From an optimization exercise on the open Yosys and OpenROAD flow, aimed at small area and a short achievable clock period; shortcuts taken in it are not production practice.
No functional check of the RTL was part of any run shown here.

## flow/design.v (module list and top-level ports; edited modules follow where they fit)
// module cic_decim: 2765 lines
// module ddc_core: 2639 lines
module ddc_core
(
    input  logic        ADC_CLK,
    input  logic        RST_N,
    input  logic [11:0] ADC_IN,
    input  logic        ENC_SW,
    input  logic        ENC_DIR,
    input  logic        ENC_CNT,
    input  logic        ENC_CLK,
    input  logic        DATA_ACK,
    output logic [15:0] OUT,
    output logic        DATA_RDY
);
  // ...
==> flow/run.sh <==
#!/bin/bash
# synth_recipe.tcl (not shown) runs the flow's synth.tcl, then flattens the netlist and writes it again
# the make line also repeats each setting of config.mk as NAME=value (left out here)
make -C /OpenROAD-flow-scripts/flow DESIGN_CONFIG=/design/flow/config.mk WORK_HOME=/design/flow/orfs CLKGATE_MAP_FILE= SYNTH_SCRIPT=/design/flow/synth_recipe.tcl finish
==> flow/config.mk <==
export PLATFORM = sky130hd
export DESIGN_NAME = ddc_core
export DESIGN_NICKNAME = ddc_core
export VERILOG_FILES = /design/flow/design.v
export SDC_FILE = /design/flow/constraint.sdc
export NUM_CORES = 4
export LEC_CHECK = 0
export CAP_MARGIN = 20
export CORE_MARGIN = 2
export CORE_UTILIZATION = 40
export SETUP_SLACK_MARGIN = 5
export SLEW_MARGIN = 20
==> flow/constraint.sdc <==
create_clock -name core_clock -period 8.0 [get_ports {ADC_CLK}]
set_input_delay 1.6000 -clock core_clock [delete_from_list [all_inputs] [get_ports {ADC_CLK}]]
set_output_delay 1.6000 -clock core_clock [all_outputs]
set_load 0.01 [all_outputs]
==> results.txt, run 1 <==
IO buf count 35; setup violators final 0; final std cells w/o fill 5953; FF-to-FF setup slack 4.72 ns; Initial Util 0.403; Routed Antenna Nets 0; Worst Path Buf+Inv 2; cell area after layout 0.0506 mm2; Die Y 335 um; status no timing/DRC/antenna violations; initial antenna violation count 0; Slew Limit Headroom 0.355; GR peak layer met2; max layer used met4; area of the multi-input gates 0.0262 mm2; main combinational cell family by area after synthesis compound AO/OA/AOI/OAI gates; multiplexer share of the synthesized area 0.0482; share of cells above drive strength 1 0.163; Non-clock buffer share 0.0316; Place WS 3.91 ns; WHS 0.344 ns; Synth top area share 0.385; Root Driver clkbuf_16; simple-gate share of the synthesized area 0.0993; Synth Area in Compound Gates 0.169; total core area 0.109 mm2; met2 WL 43200 um; crit path max fanout 2; total grt overflow 0; worst setup path start ma_q0[0]; fraction of registers with async set/reset 1.00; worst slew pin tran 0.968 ns; nets in the synthesized netlist 4934; GR met3 Demand/Resource 0.0252; # diodes 0
==> run 2: changes to the inputs <==
--- a/flow/config.mk
+++ b/flow/config.mk
@@ -9,4 +9,4 @@
 export CORE_MARGIN = 2
 export CORE_UTILIZATION = 40
-export SETUP_SLACK_MARGIN = 5
+export SETUP_SLACK_MARGIN = 4
 export SLEW_MARGIN = 20
==> run 2 against run 1 <==
Still clean. Sequential cell count unchanged. Fmax decreased by 14%. Utilization decreased by 2.2 points. Final area decreased by 4.7%. Largest cell class unchanged.
==> results.txt, run 2 <==
status no timing/DRC/antenna violations; Max Slew Vio Count 0; hold-fix buffers at CTS 0; CP endpoint kind register; area of the mapped netlist 0.0439 mm2; final core occ 0.443; met1 Usage GRT 0.221; Initial Util 0.403 (unchanged); Die Y 335 um (unchanged); total core area 0.109 mm2 (unchanged); share of cells above drive strength 1 0.0817 (-0.0815); die width 335 um; DRT Pass-1 Iters 9; warnings from Yosys 2; wire length per cell 15.7 um; postcts setup bufs 0; HPWL after DPL 64100 um; post-synth top area cell dfrtp_1; crit path max fanout 9 (+7); leading cell type by number of instances after synthesis dfrtp_1; Root Driver clkbuf_16; DIE AREA 0.112 mm2; WP data required 8.55 ns; Final Hold Viols 0; synth unique cells 89; worst slew pin tran 1.12 ns (+0.151 ns); Routed WL 91600 um; Routed Antenna Nets 0 (unchanged); num ports 36; H-tree depth 3; GR met3 Demand/Resource 0.0264 (+0.00116); gpl congestion 0.897; # diodes 0 (unchanged); setup violators final 0 (unchanged); skew final 0.0233 ns; fraction of registers with async set/reset 1.00 (unchanged); Clock Path Buffers 3; GR peak layer met2; cell area after layout 0.0482 mm2 (-4.7%); Slew Limit Headroom 0.254 (-0.101); final layout net count 4867; initial antenna violation count 0 (unchanged); Post-synth top cells 674 x dfrtp_1, 373 x ha_1, 366 x inv_1; Area contributors post-synth dfrtp_1 38%, ha_1 11%, fa_1 5.9%; overall routing resource usage 0.165; vias in the first global route 31125; DP Area 0.0454 mm2; FMAX 264 MHz; largest net degree at the start of global routing 176; clock latency (worst-skew pair) 0.64 ns; Sink Count 674; # rows 121; number of remaining DRC errors 0; Post-Syn Instances 4412; number of enable flip-flop cells after synthesis 0; Yosys reg bits 674; Synth top area share 0.385 (unchanged); nets in the synthesized netlist 4934 (unchanged); clock buffer count from CTS 79; Max-Cap Viols 0; post-synthesis sequential area ratio 0.385; setup TNS 0 ns; most common cell after layout, fill and taps aside dfrtp_1; TritonCTS clock tree yes; Avg Inst Size Synth 9.94 um2; clock period minus worst slack 3.79 ns; Via density 5.38; Startpoint Class register; worst hold-check path type register to register; IO buf count 35 (unchanged); synthesis-to-layout area growth 9.96%; Worst-path clk slew 0.06 ns; first-pass GRT wire length 157000 um; vias after detailed routing 31282; commonest non-fill, non-tap cells in the layout 672 x dfrtp_1, 373 x ha_1, 366 x inv_1, 353 x nand2_1, 288 x xnor2_1; DRC marker count from the first detailed-route iteration 2125; Top FF cell, synth dfrtp_1; CP Data Arrival Time 4.35 ns; RSZ-0062 raised after global routing true; post-route clock period utilization 0.474; grt met2 use 0.274; crit path kind register to register; total grt overflow 0 (unchanged)
-- run 2: changes by cell type in the layout (fill, tap and decap cells not counted), moves of 23 or more --
cell / change
a21oi_1: +40
dfrtp_1: +25
ha_4: -28
a21oi_2: -38
dfrtp_2: -24
o21ai_0: +36
buf_4: -116
clkdlybuf4s50_1: +23
ha_1: +39
-- run 2: per-stage QoR --
step,worst slack [ns],hold WS [ns],std cells
2_1_floorplan,4.52,0.331,4412
3_3_place_gp,3.68,0.334,5677
3_5_place_dp,3.71,0.340,5677
4_1_cts,4.11,0.353,5818
5_1_grt,3.93,0.355,5819
6_report,4.21,0.348,5819
-- run 2: final cells by class --
cell class	count	area (um2)
tap	1414	1770
inverter	370	1390
timing repair buffer	62	599
fill	10332	60600
clock inverter	26	433
clock buffer	115	2330
sequential	674	16900
multi-input combinational	3158	24800
-- run 2: routing by layer --
| metal | up-vias | wire length [um] |
|---|---|---|
| met5 | - | 0 |
| met2 | 576 | 42400 |
| met4 | 0 | 2610 |
| met3 | 170 | 3750 |
| li1 | 15390 | - |
| met1 | 15146 | 42800 |
-- run 2: cell families (layout without fill, tap and decap cells) --
kind of cell / count (synthesis) / count (layout) / share of synthesized area
adders and majority gates: 503 / 503 / 0.166
xor gates and xnor gates: 416 / 416 / 0.0831
muxes: 191 / 191 / 0.0482
buffers and inverters: 581 / 573 / 0.0503
and+or+nand+nor: 963 / 964 / 0.0993
AOI/OAI and AO/OA: 1083 / 1083 / 0.169
DFF: 674 / 674 / 0.385
other: 1 / 1 / 0.0000855
-- run 2: final timing paths --
path                           start                to  slack [ns]  cells after the start
min reg2reg                meta_q[3]         sync_q[3]        0.35                      0
max in group asynchronous      RST_N  u_cic0.i1l_q[14]        5.38                      2
max reg2reg                sync_q[0]         ftw_q[31]        4.21                     14
max                        sync_q[0]         ftw_q[31]        4.21                     14
min in group asynchronous      RST_N    u_cic1.v_q[23]        1.05                      1
min                        meta_q[3]         sync_q[3]        0.35                      0
-- run 2: what timing repair did --
| action | CTS | global route |
|---|---|---|
| endpoints found under the hold margin | 0 | 0 |
| resized for setup | 0 | 2 |
| setup endpoints to repair | 0 | 3 |
-- run 2: critical path, cell delays in order, from the launching register on --
cell and delay (ns):
dfrtp_1 0.37, inv_1 0.07, ha_1 0.34, inv_1 0.20, fa_1 0.48, a211oi_2 0.32
o21ai_2 0.12, a41oi_4 0.27, o211ai_2 0.11, a41o_1 0.39, nor4_2 0.26, o32ai_2 0.15
xnor2_1 0.14, or3_1 0.33, a21oi_1 0.14

[re-timing with driven ports]
How much do the figures lean on ideal ports? The routed layouts below were timed once more, with nothing changed but the port constraints.
Step 1, drivers: a clkbuf_16 drives ADC_CLK and a buf_2 each remaining input, both assumed.
Step 2 adds t to the input delays and takes it off the output delays; t is the mean of the earliest and latest rising clock arrival at the registers after step 1. Input paths then give back, and output paths get back, about the clock's delay inside the block.
Slacks: ideal / step 1 / step 2; pairs: ideal / step 1.
run	shift t [ns]	slack for setup (ns)	hold WS [ns]	worst setup path at the end	latest minus earliest clock arrival (ns)
run 1	0.690	4.722 / 4.722 / 4.495	0.344 / 0.344 / 0.344	input to register	0.046 / 0.046
run 2	0.692	4.207 / 4.207 / 3.707	0.348 / 0.348 / 0.348	input to register	0.025 / 0.025
After both steps every run listed still meets setup and hold. The setup slack of run 2, which loses most, moves by 0.000 ns with the drivers and by -0.500 ns with both steps.
